This design comes from an exercise in tuning for small area on the open sky130 flow, not from production work.
Where RTL was checked, it was by simulation tests only, not by an equivalence proof against the original.
The clock port is modelled as an ideal driver; clocking choices that lean on that would not hold on a real chip.
No activity file was given, so power comes from the tool's default toggle rates.

## pir_motion_event_detector_core
module pir_motion_event_detector_core #(
  parameter int unsigned TIME_WIDTH = 32
) (
  input  logic                             clk,
  input  logic                             rst,
  input  logic                             s_tvalid,
  output logic                             s_tready,
  input  logic [39:0]                      s_tdata,   
  output logic                             m_tvalid,
  input  logic                             m_tready,
  output logic [39:0]                      m_tdata,   
  output logic [pmed_pkg::CodeWidth-1:0]   m_tuser,   
  input  logic                             cfg_valid,
  output logic                             cfg_ready,
  input  logic [pmed_pkg::CfgIdxWidth-1:0] cfg_index,
  input  logic [pmed_pkg::CfgDataW-1:0]    cfg_data
);
For scale: ~650 cells after synthesis, about 120 I/O pins, ~8100 µm² of cells after synthesis.
==> flow/config.mk <==
export PLATFORM = sky130hd
export DESIGN_NAME = pir_motion_event_detector_core
export DESIGN_NICKNAME = pir_motion_event_detector_core
export VERILOG_FILES = /design/flow/design.v
export SDC_FILE = /design/flow/constraint.sdc
export NUM_CORES = 4
export LEC_CHECK = 0
export CAP_MARGIN = 20
export CORE_MARGIN = 2
export CORE_UTILIZATION = 40
export CTS_BUF_LIST = sky130_fd_sc_hd__clkbuf_8
export CTS_CLUSTER_DIAMETER = 100
export CTS_CLUSTER_SIZE = 30
export SLEW_MARGIN = 20
export SYNTH_HIERARCHICAL = 1
export BUFFER_PORTS_ARGS = -buffer_cell sky130_fd_sc_hd__buf_1
export CTS_ARGS = -sink_clustering_enable -repair_clock_nets -sink_clustering_size 30 -sink_clustering_max_diameter 100 -buf_list "sky130_fd_sc_hd__clkbuf_4 sky130_fd_sc_hd__clkbuf_8" -dont_use_dummy_load
==> flow/constraint.sdc <==
create_clock -name core_clock -period 7.5 [get_ports {clk}]
set_input_delay 1.5000 -clock core_clock [delete_from_list [all_inputs] [get_ports {clk}]]
set_output_delay 1.5000 -clock core_clock [all_outputs]
set_load 0.01 [all_outputs]
standard.sh (not shown) runs the stock make flow with config.mk's settings and CLKGATE_MAP_FILE= SYNTH_SCRIPT=/design/flow/synth_recipe.tcl, a recipe that flattens the netlist after the stock synthesis.
==> flow/flow/run.sh <==
#!/bin/bash
set -euo pipefail
cat >> config.mk <<'EOM'
export BUFFER_PORTS_ARGS = -buffer_cell sky130_fd_sc_hd__buf_1
export CTS_ARGS = -sink_clustering_enable -repair_clock_nets -sink_clustering_size 30 -sink_clustering_max_diameter 100 -buf_list "sky130_fd_sc_hd__clkbuf_4 sky130_fd_sc_hd__clkbuf_8" -dont_use_dummy_load
EOM
bash standard.sh > standard_flow.log 2>&1
The first run went through all stages and came out clean.
Rerun with:
GPL_TIMING_DRIVEN = 0   (was default)
=>
- The new run went through all stages and came out clean
- hold slack is better by 0.0080 ns
- total power fell by 1.2%
- clock-buffer cell count is unchanged
- design area came out lower by 0.46%
- worst setup slack degrades by 0.20 ns
- synthesized cell count does not change
- wire length grows by 1.9%
- clock skew decreases by 0.0048 ns
- utilization goes down by 0.21 points
No functional check of the RTL was part of any run of this note.

## oak
pir_motion_event_detector_core, a different RTL version from the one above (not shown whole).
Size in the first run: roughly 120 I/O pins, roughly 7800 um^2 of cells after synthesis.
Settings: LEC_CHECK=0, CAP_MARGIN=20, CORE_MARGIN=2, CORE_UTILIZATION=40, CTS_BUF_LIST=sky130_fd_sc_hd__clkbuf_8, CTS_CLUSTER_DIAMETER=100, CTS_CLUSTER_SIZE=30, GPL_TIMING_DRIVEN=0, SLEW_MARGIN=20, SYNTH_HIERARCHICAL=1, BUFFER_PORTS_ARGS=-buffer_cell sky130_fd_sc_hd__buf_1, RECOVER_POWER=100, CTS_ARGS=-sink_clustering_enable -repair_clock_nets -sink_clustering_size 30 -sink_clustering_max_diameter 100 -buf_list "sky130_fd_sc_hd__clkbuf_4 sky130_fd_sc_hd__clkbuf_8" -dont_use_dummy_load; clock period 7.5 ns.
==> flow/flow/run.sh <==
#!/bin/bash
set -euo pipefail
cat >> config.mk <<'EOM'
export BUFFER_PORTS_ARGS = -buffer_cell sky130_fd_sc_hd__buf_1
export RECOVER_POWER = 100
export CTS_ARGS = -sink_clustering_enable -repair_clock_nets -sink_clustering_size 30 -sink_clustering_max_diameter 100 -buf_list "sky130_fd_sc_hd__clkbuf_4 sky130_fd_sc_hd__clkbuf_8" -dont_use_dummy_load
EOM
bash standard.sh > standard_flow.log 2>&1
oak finished every stage; the final checks, however, were not passed, the failures being max-capacitance violations, max-slew violations.
What pine does differently from oak at the input level:
# oak
export LEC_CHECK = 0
export CAP_MARGIN = 20
export CORE_MARGIN = 2
export CORE_UTILIZATION = 40
export CTS_BUF_LIST = sky130_fd_sc_hd__clkbuf_8
export CTS_CLUSTER_DIAMETER = 100
export CTS_CLUSTER_SIZE = 30
export GPL_TIMING_DRIVEN = 0
export SLEW_MARGIN = 20
export SYNTH_HIERARCHICAL = 1
export BUFFER_PORTS_ARGS = -buffer_cell sky130_fd_sc_hd__buf_1
export RECOVER_POWER = 100
export CTS_ARGS = -sink_clustering_enable -repair_clock_nets -sink_clustering_size 30 -sink_clustering_max_diameter 100 -buf_list "sky130_fd_sc_hd__clkbuf_4 sky130_fd_sc_hd__clkbuf_8" -dont_use_dummy_load
create_clock -name core_clock -period 7.5 [get_ports {clk}]
# pine
export LEC_CHECK = 0
export CAP_MARGIN = 5
export CORE_MARGIN = 2
export CORE_UTILIZATION = 55
export CTS_BUF_LIST = sky130_fd_sc_hd__clkbuf_8
export CTS_CLUSTER_DIAMETER = 100
export CTS_CLUSTER_SIZE = 30
export GPL_TIMING_DRIVEN = 0
export SLEW_MARGIN = 5
export SYNTH_HIERARCHICAL = 1
export BUFFER_PORTS_ARGS = -buffer_cell sky130_fd_sc_hd__buf_1
export CTS_ARGS = -sink_clustering_enable -repair_clock_nets -sink_clustering_size 30 -sink_clustering_max_diameter 100 -buf_list "sky130_fd_sc_hd__clkbuf_4 sky130_fd_sc_hd__clkbuf_8" -dont_use_dummy_load
export POST_CTS_TCL = /design/flow/flow/post_cts.tcl
create_clock -name core_clock -period 7.5 [get_ports {clk}]
diff --git a/flow/flow/run.sh b/flow/flow/run.sh
--- a/flow/flow/run.sh
+++ b/flow/flow/run.sh
@@ -3 +3 @@
-cat >> config.mk <<'EOM'
+cat >> config.mk <<EOM
@@ -5 +4,0 @@
-export RECOVER_POWER = 100
@@ -6,0 +6 @@
+export POST_CTS_TCL = $(pwd)/flow/post_cts.tcl
==> flow/flow/post_cts.tcl (new file) <==
# After clock tree synthesis: downsize gates on paths with slack to spare.
# Global routing's repair_design and repair_timing run after this and fix any
# slew, capacitance or setup violation the downsizing leaves.
puts "Downsizing gates on paths with slack to spare..."
estimate_parasitics -placement
repair_timing -recover_power 100 -verbose
report_worst_slack
==> comparison <==
- pine: all stages complete, timing, DRC and antenna checks passed
- Relative to oak, detailed-routed wire length on met2 has gone down in pine.
- Summary of pine over oak: design internal power shows an increase of 0.38%; total chip power shows an increase of about 0.43%.
- oak and pine ended up with roughly the same final standard cell area without fillers.
- Between oak and pine, the difference in clock network contribution to total cell area is negligible.
Edits applied to the flow inputs when going from pine to birch:
# pine
export LEC_CHECK = 0
export CAP_MARGIN = 5
export CORE_MARGIN = 2
export CORE_UTILIZATION = 55
export CTS_BUF_LIST = sky130_fd_sc_hd__clkbuf_8
export CTS_CLUSTER_DIAMETER = 100
export CTS_CLUSTER_SIZE = 30
export GPL_TIMING_DRIVEN = 0
export SLEW_MARGIN = 5
export SYNTH_HIERARCHICAL = 1
export BUFFER_PORTS_ARGS = -buffer_cell sky130_fd_sc_hd__buf_1
export CTS_ARGS = -sink_clustering_enable -repair_clock_nets -sink_clustering_size 30 -sink_clustering_max_diameter 100 -buf_list "sky130_fd_sc_hd__clkbuf_4 sky130_fd_sc_hd__clkbuf_8" -dont_use_dummy_load
export POST_CTS_TCL = /design/flow/flow/post_cts.tcl
create_clock -name core_clock -period 7.5 [get_ports {clk}]
# birch
export LEC_CHECK = 0
export CAP_MARGIN = 5
export CORE_MARGIN = 2
export CORE_UTILIZATION = 45
export CTS_BUF_LIST = sky130_fd_sc_hd__clkbuf_8
export CTS_CLUSTER_DIAMETER = 100
export CTS_CLUSTER_SIZE = 30
export GPL_TIMING_DRIVEN = 0
export SLEW_MARGIN = 5
export SYNTH_HIERARCHICAL = 1
export BUFFER_PORTS_ARGS = -buffer_cell sky130_fd_sc_hd__buf_1
export CTS_ARGS = -sink_clustering_enable -repair_clock_nets -sink_clustering_size 30 -sink_clustering_max_diameter 100 -buf_list sky130_fd_sc_hd__clkbuf_4 -root_buf sky130_fd_sc_hd__clkbuf_8 -dont_use_dummy_load
export POST_CTS_TCL = /design/flow/flow/post_cts.tcl
create_clock -name core_clock -period 7.5 [get_ports {clk}]
==> flow/flow/run.sh <==
#!/bin/bash
set -euo pipefail
cat >> config.mk <<EOM
export BUFFER_PORTS_ARGS = -buffer_cell sky130_fd_sc_hd__buf_1
export CTS_ARGS = -sink_clustering_enable -repair_clock_nets -sink_clustering_size 30 -sink_clustering_max_diameter 100 -buf_list sky130_fd_sc_hd__clkbuf_4 -root_buf sky130_fd_sc_hd__clkbuf_8 -dont_use_dummy_load
export POST_CTS_TCL = $(pwd)/flow/post_cts.tcl
EOM
bash standard.sh > standard_flow.log 2>&1
### Flow results
Higher post-route minimum period among birch and pine: birch
Minimum setup slack in the final design delta (birch − pine): unfavourable
Fmax | birch vs pine | birch slower
Slew at the pin closest to its max-slew limit was higher in the run labelled pine.
Summary of birch over pine: initial core utilization has decreased, count of standard-cell rows has increased, global-route wire length before repair has increased.
Input changes introduced in maple (baseline for comparison: birch):
# birch
export LEC_CHECK = 0
export CAP_MARGIN = 5
export CORE_MARGIN = 2
export CORE_UTILIZATION = 45
export CTS_BUF_LIST = sky130_fd_sc_hd__clkbuf_8
export CTS_CLUSTER_DIAMETER = 100
export CTS_CLUSTER_SIZE = 30
export GPL_TIMING_DRIVEN = 0
export SLEW_MARGIN = 5
export SYNTH_HIERARCHICAL = 1
export BUFFER_PORTS_ARGS = -buffer_cell sky130_fd_sc_hd__buf_1
export CTS_ARGS = -sink_clustering_enable -repair_clock_nets -sink_clustering_size 30 -sink_clustering_max_diameter 100 -buf_list sky130_fd_sc_hd__clkbuf_4 -root_buf sky130_fd_sc_hd__clkbuf_8 -dont_use_dummy_load
export POST_CTS_TCL = /design/flow/flow/post_cts.tcl
create_clock -name core_clock -period 7.5 [get_ports {clk}]
# maple
export LEC_CHECK = 0
export CAP_MARGIN = 20
export CORE_MARGIN = 2
export CORE_UTILIZATION = 40
export CTS_BUF_LIST = sky130_fd_sc_hd__clkbuf_8
export CTS_CLUSTER_DIAMETER = 100
export CTS_CLUSTER_SIZE = 30
export GPL_TIMING_DRIVEN = 0
export SLEW_MARGIN = 20
export SYNTH_HIERARCHICAL = 1
export BUFFER_PORTS_ARGS = -buffer_cell sky130_fd_sc_hd__buf_1
export CTS_ARGS = -sink_clustering_enable -repair_clock_nets -sink_clustering_size 30 -sink_clustering_max_diameter 100 -buf_list "sky130_fd_sc_hd__clkbuf_4 sky130_fd_sc_hd__clkbuf_8" -dont_use_dummy_load
create_clock -name core_clock -period 7.5 [get_ports {clk}]
==> flow/flow/run.sh <==
#!/bin/bash
set -euo pipefail
cat >> config.mk <<'EOM'
export BUFFER_PORTS_ARGS = -buffer_cell sky130_fd_sc_hd__buf_1
export CTS_ARGS = -sink_clustering_enable -repair_clock_nets -sink_clustering_size 30 -sink_clustering_max_diameter 100 -buf_list "sky130_fd_sc_hd__clkbuf_4 sky130_fd_sc_hd__clkbuf_8" -dont_use_dummy_load
EOM
bash standard.sh > standard_flow.log 2>&1
removed: flow/flow/post_cts.tcl
Findings:
Detailed-route wire length on metal 1 (higher): maple. In the reports for birch and maple, the larger sequential share of cell area belongs to birch. Compared with birch, the router placed more vias in maple. Of birch and maple, the higher setup slack of the critical path after layout belongs to birch. On number of sinks driven by the clock tree, birch tracks maple almost exactly. On clock network power share: maple sits above birch. Compared to birch, maple has global routing usage on met3 0.27 points lower. maple went all the way through synthesis, placement and routing and the layout is clean on timing, DRC and antenna. First-pass GRT wire length (higher): maple. Total power of the final layout up 0.11 mW in maple wrt birch. Relative to birch, remaining max-slew budget at the tightest pin has increased by 14 points in maple.
Here is what was changed in the inputs of cedar compared with maple.
# maple
export LEC_CHECK = 0
export CAP_MARGIN = 20
export CORE_MARGIN = 2
export CORE_UTILIZATION = 40
export CTS_BUF_LIST = sky130_fd_sc_hd__clkbuf_8
export CTS_CLUSTER_DIAMETER = 100
export CTS_CLUSTER_SIZE = 30
export GPL_TIMING_DRIVEN = 0
export SLEW_MARGIN = 20
export SYNTH_HIERARCHICAL = 1
export BUFFER_PORTS_ARGS = -buffer_cell sky130_fd_sc_hd__buf_1
export CTS_ARGS = -sink_clustering_enable -repair_clock_nets -sink_clustering_size 30 -sink_clustering_max_diameter 100 -buf_list "sky130_fd_sc_hd__clkbuf_4 sky130_fd_sc_hd__clkbuf_8" -dont_use_dummy_load
create_clock -name core_clock -period 7.5 [get_ports {clk}]
# cedar
export LEC_CHECK = 0
export CAP_MARGIN = 5
export CORE_MARGIN = 2
export CORE_UTILIZATION = 40
export CTS_BUF_LIST = sky130_fd_sc_hd__clkbuf_8
export CTS_CLUSTER_DIAMETER = 100
export CTS_CLUSTER_SIZE = 30
export GPL_TIMING_DRIVEN = 0
export SLEW_MARGIN = 5
export SYNTH_HIERARCHICAL = 1
export BUFFER_PORTS_ARGS = -buffer_cell sky130_fd_sc_hd__buf_1
export RECOVER_POWER = 100
export CTS_ARGS = -sink_clustering_enable -repair_clock_nets -sink_clustering_size 30 -sink_clustering_max_diameter 100 -buf_list "sky130_fd_sc_hd__clkbuf_4 sky130_fd_sc_hd__clkbuf_8" -dont_use_dummy_load
create_clock -name core_clock -period 7.5 [get_ports {clk}]
diff --git a/flow/flow/run.sh b/flow/flow/run.sh
--- a/flow/flow/run.sh
+++ b/flow/flow/run.sh
@@ -4,0 +5 @@
+export RECOVER_POWER = 100
[summary]
- maple finished all stages; the layout is clean.
- cedar had finished all stages when the layout checks came back failing, citing max-capacitance violations, max-slew violations.
- Max slew at the pin closest to its max-slew limit across cedar and maple: cedar
- Relative to maple, initial detailed-routing violation count has gone down in cedar.
- cedar against maple: cell area after placement moved down; number of cells on the critical path level.

Another version of the RTL of pir_motion_event_detector_core (not shown whole).
Size in the first run: roughly 660 cells after synthesis.
Settings: LEC_CHECK=0, CAP_MARGIN=20, CORE_MARGIN=2, CORE_UTILIZATION=40, CTS_BUF_LIST=sky130_fd_sc_hd__clkbuf_8, CTS_CLUSTER_DIAMETER=100, CTS_CLUSTER_SIZE=30, SLEW_MARGIN=20, SYNTH_HIERARCHICAL=1; clock period 7.5 ns.
run.sh (not shown) runs the stock make flow with config.mk's settings and CLKGATE_MAP_FILE= SYNTH_SCRIPT=/design/flow/synth_recipe.tcl, a recipe that flattens the netlist after the stock synthesis.
Stock flow here: none of the scripts above is used.
Change:
==> flow/flow/run.sh (new file) <==
#!/bin/bash
set -euo pipefail
cat >> config.mk <<'EOM'
export BUFFER_PORTS_ARGS = -buffer_cell sky130_fd_sc_hd__buf_1
export CTS_ARGS = -sink_clustering_enable -repair_clock_nets -sink_clustering_size 30 -sink_clustering_max_diameter 100 -buf_list "sky130_fd_sc_hd__clkbuf_4 sky130_fd_sc_hd__clkbuf_8" -dont_use_dummy_load
EOM
bash standard.sh > standard_flow.log 2>&1
==> flow/standard.sh (new file) <==
#!/bin/bash
# synth_recipe.tcl (not shown) runs the flow's synth.tcl, then flattens the netlist and writes it again
# the make line also repeats each setting of config.mk as NAME=value (left out here)
make -C /OpenROAD-flow-scripts/flow DESIGN_CONFIG=/design/flow/config.mk WORK_HOME=/design/flow/orfs CLKGATE_MAP_FILE= SYNTH_SCRIPT=/design/flow/synth_recipe.tcl "${@:-finish}"
BUFFER_PORTS_ARGS = -buffer_cell sky130_fd_sc_hd__buf_1   (was default)
CTS_ARGS = -sink_clustering_enable -repair_clock_nets -sink_clustering_size 30 -sink_clustering_max_diameter 100 -buf_list "sky130_fd_sc_hd__clkbuf_4 sky130_fd_sc_hd__clkbuf_8" -dont_use_dummy_load   (was default)
removed: flow/run.sh
Count of clock-buffer cells in the layout is unchanged.
Via count is about the same.
Power decreases by roughly a tenth.
Non-clock buffer count decreases by 2.
Register-to-register slack gains 0.03 ns.
Combinational power decreases by a few percent.
Die area is unchanged.
Sequential share of layout area increases by 3.7 points.
First-iteration DRC count decreases by about a fifth.
Sequential cell count is unchanged.

re-timing with driven ports:
The results above use ideal ports. As a check the final layouts listed here were re-extracted and re-timed, cells and wires unchanged.
Step 1: set_driving_cell puts a clkbuf_16 on clk and a buf_2 on each other input, an assumption about the parent block.
Step 2 also shifts input and output timing later by t, the mid clock arrival at the registers, as if the neighbouring blocks saw the same clock.
Slacks: ideal ports / drivers / drivers and shift; pairs: ideal ports / drivers.
run | shift t [ns] | setup WS [ns] | worst setup path at the end | clock arrival spread, ns
the first run of note 1 | 0.466 | 0.518 / 0.533 / 0.068 | input to register | 0.033 / 0.033
the second run of note 1 | 0.465 | 0.319 / 0.333 / -0.132 | input to register | 0.028 / 0.028
oak | 0.464 | 0.202 / 0.219 / -0.245 | input to register | 0.031 / 0.030
pine | 0.475 | 0.332 / 0.348 / -0.127 | input to register | 0.018 / 0.018
birch | 0.443 | 0.293 / 0.304 / -0.139 | input to register | 0.026 / 0.026
maple | 0.470 | 0.206 / 0.225 / -0.244 | input to register | 0.030 / 0.031
cedar | 0.463 | 0.304 / 0.322 / -0.141 | input to register | 0.032 / 0.032
the first run of note 3 | 0.482 | 1.853 / 1.867 / 1.384 | input to register | 0.009 / 0.009
the second run of note 3 | 0.479 | 2.024 / 2.029 / 1.550 | input to register | 0.023 / 0.024
The setup slack of the second run of note 3, which loses most, moves by +0.005 ns with the drivers and by -0.474 ns with both steps.
